Source: an optimization exercise on an open RTL-to-GDS flow (aim: small area, a short achievable clock period and few clock cycles per item). Production flows keep margins and buffers that such runs may drop.

==> flow/design.v <==
package bch_pkg;
	localparam logic [63:0] M_A1_63 = 64'h28140a052330180c;  
	localparam logic [63:0] M_R1_63 = 64'h0603201008040201;  
	localparam logic [63:0] M_A3_63 = 64'h092f3c1e0f2c160b;  
	localparam logic [63:0] M_R3_63 = 64'h2e17201008040201;  
	localparam logic [63:0] M_SQ_63 = 64'h00002b121e0b1001;  
	localparam logic [63:0] M_LT_63 = 64'h0000141e341c143a;  
	localparam logic [7:0]  L1_63   = 8'h3a;  
	localparam logic [8:0]  M3_63   = 9'h057;
	localparam int          NPOW_63 = 8;  
	localparam logic [63:0] POW_63 = 64'h1f0d2f0911130c01;
	localparam logic [63:0] M_A1_255 = 64'h261387cde8743a1d;  
	localparam logic [63:0] M_R1_255 = 64'h8040201008040201;  
	localparam logic [63:0] M_A3_255 = 64'hfe7f844221abee77;  
	localparam logic [63:0] M_R3_255 = 64'h8040201008040201;  
	localparam logic [63:0] M_SQ_255 = 64'hcb46918b42771001;  
	localparam logic [63:0] M_LT_255 = 64'hf61002642a242cd6;  
	localparam logic [7:0]  L1_255   = 8'hd6;  
	localparam logic [8:0]  M3_255   = 9'h177;
	localparam int          NPOW_255 = 32;  
	localparam logic [255:0] POW_255 = 256'h1b2cf712c3511c8295e3fce649a84f853b810dd9fefd655f5d466a9d8f4c1d01;
	localparam int Q63 = 8;
	function automatic logic [7:0] lin(input logic [7:0] x, input logic [63:0] m);
		lin = '0;
		for (int i = 0; i < 8; i++) begin
			if (x[i]) lin = lin ^ m[8*i +: 8];
		end
	endfunction
	function automatic logic [7:0] div_a(input logic is63, input logic [7:0] u);
		if (is63) div_a = {2'b00, u[0], u[5:1]} ^ {7'd0, u[0]};
		else div_a = {u[0], u[7:1]} ^ {4'd0, u[0], u[0], u[0], 1'b0};
	endfunction
	function automatic logic [7:0] div_x3(input logic is63, input logic [7:0] u);
		if (is63) div_x3 = 8'((u[0] ? ({1'b0, u} ^ M3_63) : {1'b0, u}) >> 1);
		else div_x3 = 8'((u[0] ? ({1'b0, u} ^ M3_255) : {1'b0, u}) >> 1);
	endfunction
	function automatic logic [7:0] add_mod(input logic is63, input logic [7:0] a,
		input logic [7:0] b);
		logic [7:0] g, t, gg, tt, gn, tn, c;
		logic       w;
		g = a & b;
		t = a ^ b;
		gg = g;
		tt = t;
		for (int d = 1; d < 8; d = d * 2) begin
			gn = gg;
			tn = tt;
			for (int i = d; i < 8; i++) begin
				gn[i] = gg[i] | (tt[i] & gg[i-d]);
				tn[i] = tt[i] & tt[i-d];
			end
			gg = gn;
			tt = tn;
		end
		w = is63 ? (gg[5] | tt[5]) : (gg[7] | tt[7]);
		c[0] = w;
		for (int i = 1; i < 8; i++) begin
			c[i] = gg[i-1] | (tt[i-1] & w);
		end
		add_mod = t ^ c;
		if (is63) add_mod[7:6] = 2'b00;
	endfunction
endpackage
module bch_syndrome (
	input                          clk,
	input                          rstn,
	input                          i_set,
	input  [1:0]                   i_code,
	input  [8-1:0]       i_data,
	output                         o_ready,
	output                         o_valid,
	input                          i_take,
	input                          i_free_next,
	output logic [7:0]             o_s1,
	output logic [7:0]             o_s3,
	output logic                   o_is63
);
	logic [4:0] cnt_q;
	logic       pend_q;
	logic       busy;
	logic       rdy_q;
	logic       pend_d;
	logic       en;
	logic       last;
	logic [7:0] bits;
	logic [7:0] s1_fb;
	logic [7:0] s3_fb;
	assign busy = (cnt_q != 5'd0);
	assign en = rdy_q;
	assign o_ready = rdy_q;
	assign pend_d = (en && last) || (pend_q && !i_take);
	assign last = busy && (cnt_q == (o_is63 ? 5'd7 : 5'd31));
	assign o_valid = pend_q;
	always_comb begin
		s1_fb = '0;
		s3_fb = '0;
		if (busy) begin
			if (o_is63) begin
				s1_fb = bch_pkg::lin(o_s1, bch_pkg::M_A1_63);
				s3_fb = bch_pkg::lin(o_s3, bch_pkg::M_A3_63);
			end else begin
				s1_fb = bch_pkg::lin(o_s1, bch_pkg::M_A1_255);
				s3_fb = bch_pkg::lin(o_s3, bch_pkg::M_A3_255);
			end
		end
		bits = {i_data[7] & busy, i_data[6:0]};
	end
	always_ff @(posedge clk or negedge rstn) begin
		if (!rstn) begin
			cnt_q <= '0;
			pend_q <= 1'b0;
			rdy_q <= 1'b1;
		end else begin
			if (busy) begin
				if (en) begin
					cnt_q <= last ? 5'd0 : cnt_q + 5'd1;
				end
			end else begin
				cnt_q <= {4'd0, en && i_set};
			end
			pend_q <= pend_d;
			rdy_q <= !pend_d || i_free_next;
		end
	end
	always_ff @(posedge clk) begin
		if (en) begin
			o_s1 <= s1_fb ^ bits;
			o_s3 <= s3_fb ^ bits;
			if (!busy) begin
				o_is63 <= (i_code == 2'd1);
			end
		end
	end
endmodule
module bch_berlekamp (
	input                          clk,
	input                          rstn,
	input                          i_valid,
	output                         o_take,
	output                         o_free_next,
	input  [7:0]                   i_s1,
	input  [7:0]                   i_s3,
	input                          i_is63,
	output logic                   o_finish,
	output [8-1:0]        o_odata
);
	logic       s_idle, s_a, s_b, s_c, s_e1, s_e2, s_add, s_sort, s_o0, s_o1;
	logic       n_idle, n_a, n_b, n_c, n_e1, n_e2, n_add, n_sort, n_o0, n_o1;
	logic [2:0] j_q;
	logic       is63_q;
	logic [7:0] z_q;
	logic [7:0] r_q;
	logic [7:0] a_q;
	logic       first_q;
	logic       hit_q;
	logic [4:0] gi_q;
	logic       hit_n;
	logic [4:0] gi_n;
	logic       zero;
	logic       found;
	logic [7:0] l;
	logic [7:0] z_step;
	logic [7:0] z_srch;
	logic [7:0] r_sq;
	logic [7:0] r_exp;
	logic [1:0] a_bits;
	logic       b_last;
	logic [7:0] y;
	logic [7:0] s1_red;
	logic [7:0] s3_red;
	logic [7:0] add_in;
	logic [7:0] p;
	logic       lt;
	logic       load;
	logic       is63_n;
	assign zero = (z_q == 8'd0);
	assign found = hit_q || zero;
	assign l = zero ? 8'd255 : {gi_q, j_q};
	always_comb begin
		if (is63_q) begin
			a_bits = {a_q[3'd5 - {j_q[1:0], 1'b0}], a_q[3'd4 - {j_q[1:0], 1'b0}]};
			r_sq = bch_pkg::lin(r_q, bch_pkg::M_SQ_63);
			y = bch_pkg::lin(r_q, bch_pkg::M_LT_63) ^ bch_pkg::L1_63;
			b_last = (j_q == 3'd2);
		end else begin
			a_bits = {a_q[3'd7 - {j_q[1:0], 1'b0}], a_q[3'd6 - {j_q[1:0], 1'b0}]};
			r_sq = bch_pkg::lin(r_q, bch_pkg::M_SQ_255);
			y = bch_pkg::lin(r_q, bch_pkg::M_LT_255) ^ bch_pkg::L1_255;
			b_last = (j_q == 3'd3);
		end
		r_exp = a_bits[0] ? bch_pkg::div_x3(is63_q, r_sq) : r_sq;
		if (a_bits[1]) r_exp = bch_pkg::div_x3(is63_q, bch_pkg::div_x3(is63_q, r_exp));
		z_step = bch_pkg::div_a(is63_q, z_q);
		if (i_is63) begin
			s1_red = bch_pkg::lin(i_s1, bch_pkg::M_R1_63);
			s3_red = bch_pkg::lin(i_s3, bch_pkg::M_R3_63);
		end else begin
			s1_red = i_s1;
			s3_red = i_s3;
		end
	end
	assign add_in = first_q ? r_q : z_q;
	assign p = bch_pkg::add_mod(is63_q, a_q, add_in);
	assign lt = (r_q < z_q);
	assign load = (s_idle || s_o1) && i_valid;
	assign o_take = load;
	always_comb begin
		n_idle = (s_idle || s_o1) && !i_valid;
		n_a = load || (s_a && !found);
		n_b = (s_a && hit_q && !zero) || (s_b && !b_last);
		n_c = s_b && b_last;
		n_e1 = s_c || (s_e1 && !found);
		n_e2 = (s_e1 && found) || (s_e2 && !found);
		n_add = s_e2 && found;
		n_sort = s_add;
		n_o0 = s_sort || (s_a && zero);
		n_o1 = s_o0;
	end
	assign o_free_next = n_idle || n_o1;
	assign is63_n = load ? i_is63 : is63_q;
	always_comb begin
		if (load) begin
			z_srch = s1_red;
		end else if (s_c) begin
			z_srch = y;
		end else if (s_e1 && found) begin
			z_srch = y ^ 8'd1;
		end else begin
			z_srch = z_step;
		end
	end
	bch_chien u_search (
		.i_z    (z_srch),
		.i_is63 (is63_n),
		.o_hit  (hit_n),
		.o_i    (gi_n)
	);
	always_ff @(posedge clk or negedge rstn) begin
		if (!rstn) begin
			s_idle <= 1'b1;
			s_a <= 1'b0;
			s_b <= 1'b0;
			s_c <= 1'b0;
			s_e1 <= 1'b0;
			s_e2 <= 1'b0;
			s_add <= 1'b0;
			s_sort <= 1'b0;
			s_o0 <= 1'b0;
			s_o1 <= 1'b0;
			o_finish <= 1'b0;
		end else begin
			s_idle <= n_idle;
			s_a <= n_a;
			s_b <= n_b;
			s_c <= n_c;
			s_e1 <= n_e1;
			s_e2 <= n_e2;
			s_add <= n_add;
			s_sort <= n_sort;
			s_o0 <= n_o0;
			s_o1 <= n_o1;
			o_finish <= n_o0 || n_o1;
		end
	end
	always_ff @(posedge clk) begin
		hit_q <= hit_n;
		gi_q <= gi_n;
		if (load || s_c || (s_b ? b_last : found)) begin
			j_q <= '0;
		end else begin
			j_q <= j_q + 3'd1;
		end
		first_q <= s_e1 && found;
		is63_q <= is63_n;
		if (s_a && hit_q) begin
			a_q <= l;
		end
		if (load) begin
			z_q <= s1_red;
		end else if (s_a) begin
			z_q <= zero ? 8'd255 : z_step;
		end else if (s_c) begin
			z_q <= y;
		end else if (s_e1) begin
			z_q <= found ? (y ^ 8'd1) : z_step;
		end else if (s_e2) begin
			z_q <= found ? l : z_step;
		end else if (s_add) begin
			z_q <= p;
		end else if (s_sort) begin
			if (lt) z_q <= r_q;
		end else if (s_o0) begin
			z_q <= r_q;
		end
		if (load) begin
			r_q <= s3_red;
		end else if (s_a && zero) begin
			r_q <= 8'd255;
		end else if (s_b) begin
			r_q <= r_exp;
		end else if (s_e1 && found) begin
			r_q <= l;
		end else if (first_q && r_q != 8'd255) begin
			r_q <= p;
		end else if (s_sort && lt) begin
			r_q <= z_q;
		end
	end
	assign o_odata = z_q;
endmodule
module bch_chien (
	input  [7:0]                   i_z,
	input                          i_is63,
	output logic                   o_hit,
	output logic [4:0]             o_i
);
	always_comb begin
		o_hit = 1'b0;
		o_i = '0;
		if (i_is63) begin
			for (int i = 0; i < bch_pkg::NPOW_63; i++) begin
				if (i_z == bch_pkg::POW_63[8*i +: 8]) begin
					o_hit = 1'b1;
					o_i = o_i | 5'(i);
				end
			end
		end else begin
			for (int i = 0; i < bch_pkg::NPOW_255; i++) begin
				if (i_z == bch_pkg::POW_255[8*i +: 8]) begin
					o_hit = 1'b1;
					o_i = o_i | 5'(i);
				end
			end
		end
	end
endmodule
module bch_decoder (
	input                      clk,
	input                      rstn,
	input                      i_set,
	input  [1:0]               i_code,
	input  [8-1:0]   i_data,
	output                     o_ready,
	output                     o_finish,
	output [8-1:0]    o_odata
);
	logic       syn_valid;
	logic       syn_take;
	logic       free_next;
	logic [7:0] s1;
	logic [7:0] s3;
	logic       is63;
	bch_syndrome u_syndrome (
		.clk     (clk),
		.rstn    (rstn),
		.i_set   (i_set),
		.i_code  (i_code),
		.i_data  (i_data),
		.o_ready (o_ready),
		.o_valid (syn_valid),
		.i_take  (syn_take),
		.i_free_next (free_next),
		.o_s1    (s1),
		.o_s3    (s3),
		.o_is63  (is63)
	);
	bch_berlekamp u_solver (
		.clk      (clk),
		.rstn     (rstn),
		.i_valid  (syn_valid),
		.o_take   (syn_take),
		.o_free_next (free_next),
		.i_s1     (s1),
		.i_s3     (s3),
		.i_is63   (is63),
		.o_finish (o_finish),
		.o_odata  (o_odata)
	);
endmodule
==> flow/config.mk <==
export PLATFORM = sky130hd
export DESIGN_NAME = bch_decoder
export DESIGN_NICKNAME = bch_decoder
export VERILOG_FILES = /design/flow/design.v
export SDC_FILE = /design/flow/constraint.sdc
export NUM_CORES = 4
export LEC_CHECK = 0
export CAP_MARGIN = 20
export CORE_MARGIN = 2
export CORE_UTILIZATION = 40
export SLEW_MARGIN = 20
==> flow/constraint.sdc <==
create_clock -name core_clock -period 10.0 [get_ports {clk}]
set_input_delay 2.0000 -clock core_clock [delete_from_list [all_inputs] [get_ports {clk}]]
set_output_delay 2.0000 -clock core_clock [all_outputs]
set_load 0.01 [all_outputs]
standard.sh (not shown) runs the stock make flow with config.mk's settings and CLKGATE_MAP_FILE= SYNTH_SCRIPT=/design/flow/synth_recipe.tcl, a recipe that flattens the netlist after the stock synthesis.
==> flow/flow/run.sh <==
#!/bin/bash
# Standard layout, with timing repair aiming for 7 ns of setup slack at the
# 10 ns clock, so the paths are optimised for a shorter achieved period.
set -euo pipefail
bash standard.sh SETUP_SLACK_MARGIN=7 finish > make_finish.log 2>&1
The starting point finished with timing, DRC and antenna clean.
Next try:
--- a/flow/design.v
+++ b/flow/design.v
@@ -150,19 +150,21 @@
 	logic       is63_q;
 	logic [7:0] z_q;
 	logic [7:0] r_q;
 	logic [7:0] a_q;
 	logic       first_q;
+	logic       valid_q;
 	logic       hit_q;
+	logic       zero_q;
 	logic [4:0] gi_q;
 	logic       hit_n;
 	logic [4:0] gi_n;
 	logic       zero;
 	logic       found;
 	logic [7:0] l;
 	logic [7:0] z_step;
-	logic [7:0] z_srch;
+	logic       srch;
 	logic [7:0] r_sq;
 	logic [7:0] r_exp;
 	logic [1:0] a_bits;
 	logic       b_last;
 	logic [7:0] y;
@@ -171,12 +173,12 @@
 	logic [7:0] add_in;
 	logic [7:0] p;
 	logic       lt;
 	logic       load;
 	logic       is63_n;
-	assign zero = (z_q == 8'd0);
-	assign found = hit_q || zero;
+	assign zero = zero_q;
+	assign found = valid_q && (hit_q || zero);
 	assign l = zero ? 8'd255 : {gi_q, j_q};
 	always_comb begin
 		if (is63_q) begin
 			a_bits = {a_q[3'd5 - {j_q[1:0], 1'b0}], a_q[3'd4 - {j_q[1:0], 1'b0}]};
 			r_sq = bch_pkg::lin(r_q, bch_pkg::M_SQ_63);
@@ -205,35 +207,24 @@
 	assign load = (s_idle || s_o1) && i_valid;
 	assign o_take = load;
 	always_comb begin
 		n_idle = (s_idle || s_o1) && !i_valid;
 		n_a = load || (s_a && !found);
-		n_b = (s_a && hit_q && !zero) || (s_b && !b_last);
+		n_b = (s_a && found && !zero) || (s_b && !b_last);
 		n_c = s_b && b_last;
 		n_e1 = s_c || (s_e1 && !found);
 		n_e2 = (s_e1 && found) || (s_e2 && !found);
 		n_add = s_e2 && found;
 		n_sort = s_add;
-		n_o0 = s_sort || (s_a && zero);
+		n_o0 = s_sort || (s_a && found && zero);
 		n_o1 = s_o0;
 	end
 	assign o_free_next = n_idle || n_o1;
 	assign is63_n = load ? i_is63 : is63_q;
-	always_comb begin
-		if (load) begin
-			z_srch = s1_red;
-		end else if (s_c) begin
-			z_srch = y;
-		end else if (s_e1 && found) begin
-			z_srch = y ^ 8'd1;
-		end else begin
-			z_srch = z_step;
-		end
-	end
 	bch_chien u_search (
-		.i_z    (z_srch),
-		.i_is63 (is63_n),
+		.i_z    (z_q),
+		.i_is63 (is63_q),
 		.o_hit  (hit_n),
 		.o_i    (gi_n)
 	);
 	always_ff @(posedge clk or negedge rstn) begin
 		if (!rstn) begin
@@ -262,25 +253,29 @@
 			o_finish <= n_o0 || n_o1;
 		end
 	end
 	always_ff @(posedge clk) begin
 		hit_q <= hit_n;
+		zero_q <= (z_q == 8'd0);
 		gi_q <= gi_n;
-		if (load || s_c || (s_b ? b_last : found)) begin
-			j_q <= '0;
+		if (load || s_c || (s_e1 && found)) begin
+			j_q <= 3'd7;
+		end else if (s_a && found) begin
+			j_q <= 3'd0;
 		end else begin
 			j_q <= j_q + 3'd1;
 		end
 		first_q <= s_e1 && found;
 		is63_q <= is63_n;
-		if (s_a && hit_q) begin
+		if (s_a && found) begin
 			a_q <= l;
 		end
+		valid_q <= (s_a || s_e1 || s_e2) && !found;
 		if (load) begin
 			z_q <= s1_red;
 		end else if (s_a) begin
-			z_q <= zero ? 8'd255 : z_step;
+			z_q <= (found && zero) ? 8'd255 : z_step;
 		end else if (s_c) begin
 			z_q <= y;
 		end else if (s_e1) begin
 			z_q <= found ? (y ^ 8'd1) : z_step;
 		end else if (s_e2) begin
@@ -292,11 +287,11 @@
 		end else if (s_o0) begin
 			z_q <= r_q;
 		end
 		if (load) begin
 			r_q <= s3_red;
-		end else if (s_a && zero) begin
+		end else if (s_a && found && zero) begin
 			r_q <= 8'd255;
 		end else if (s_b) begin
 			r_q <= r_exp;
 		end else if (s_e1 && found) begin
 			r_q <= l;
What happened: The new run went through all stages and came out clean; setup slack degrades by 0.0080 ns; register-to-register slack stays flat; design area is lower by 5.3%; fmax hardly moves; via count rose by 1.3%; sequential share of layout area came out higher by 1.7 points; critical path depth increases by 1; synthesized area drops by 0.64%; die area shrinks by 0.62%.
Function was not checked in any run of this note: the RTL went through the layout flow alone.

==> re-timing with driven ports <==
The results above use ideal ports. As a check the final layouts listed here were re-extracted and re-timed, cells and wires unchanged.
Step 1 sets driving cells, clkbuf_16 on the clock port and buf_2 on the other inputs (assumed; they add their load-dependent delay and slew).
Step 2 adds t to the input delays and takes it off the output delays; t is the mean of the earliest and latest rising clock arrival at the registers after step 1. Input paths then give back, and output paths get back, about the clock's delay inside the block.
Three values: ideal, step 1, step 2; two values: the first two.
| run | t (ns) | setup WS [ns] | worst setup path after step 2 |
|---|---|---|---|
| the first run | 0.372 | 6.603 / 6.603 / 6.603 | register to register |
| the second run | 0.394 | 6.595 / 6.595 / 6.595 | register to register |
After both steps setup and hold are still met in every run listed.
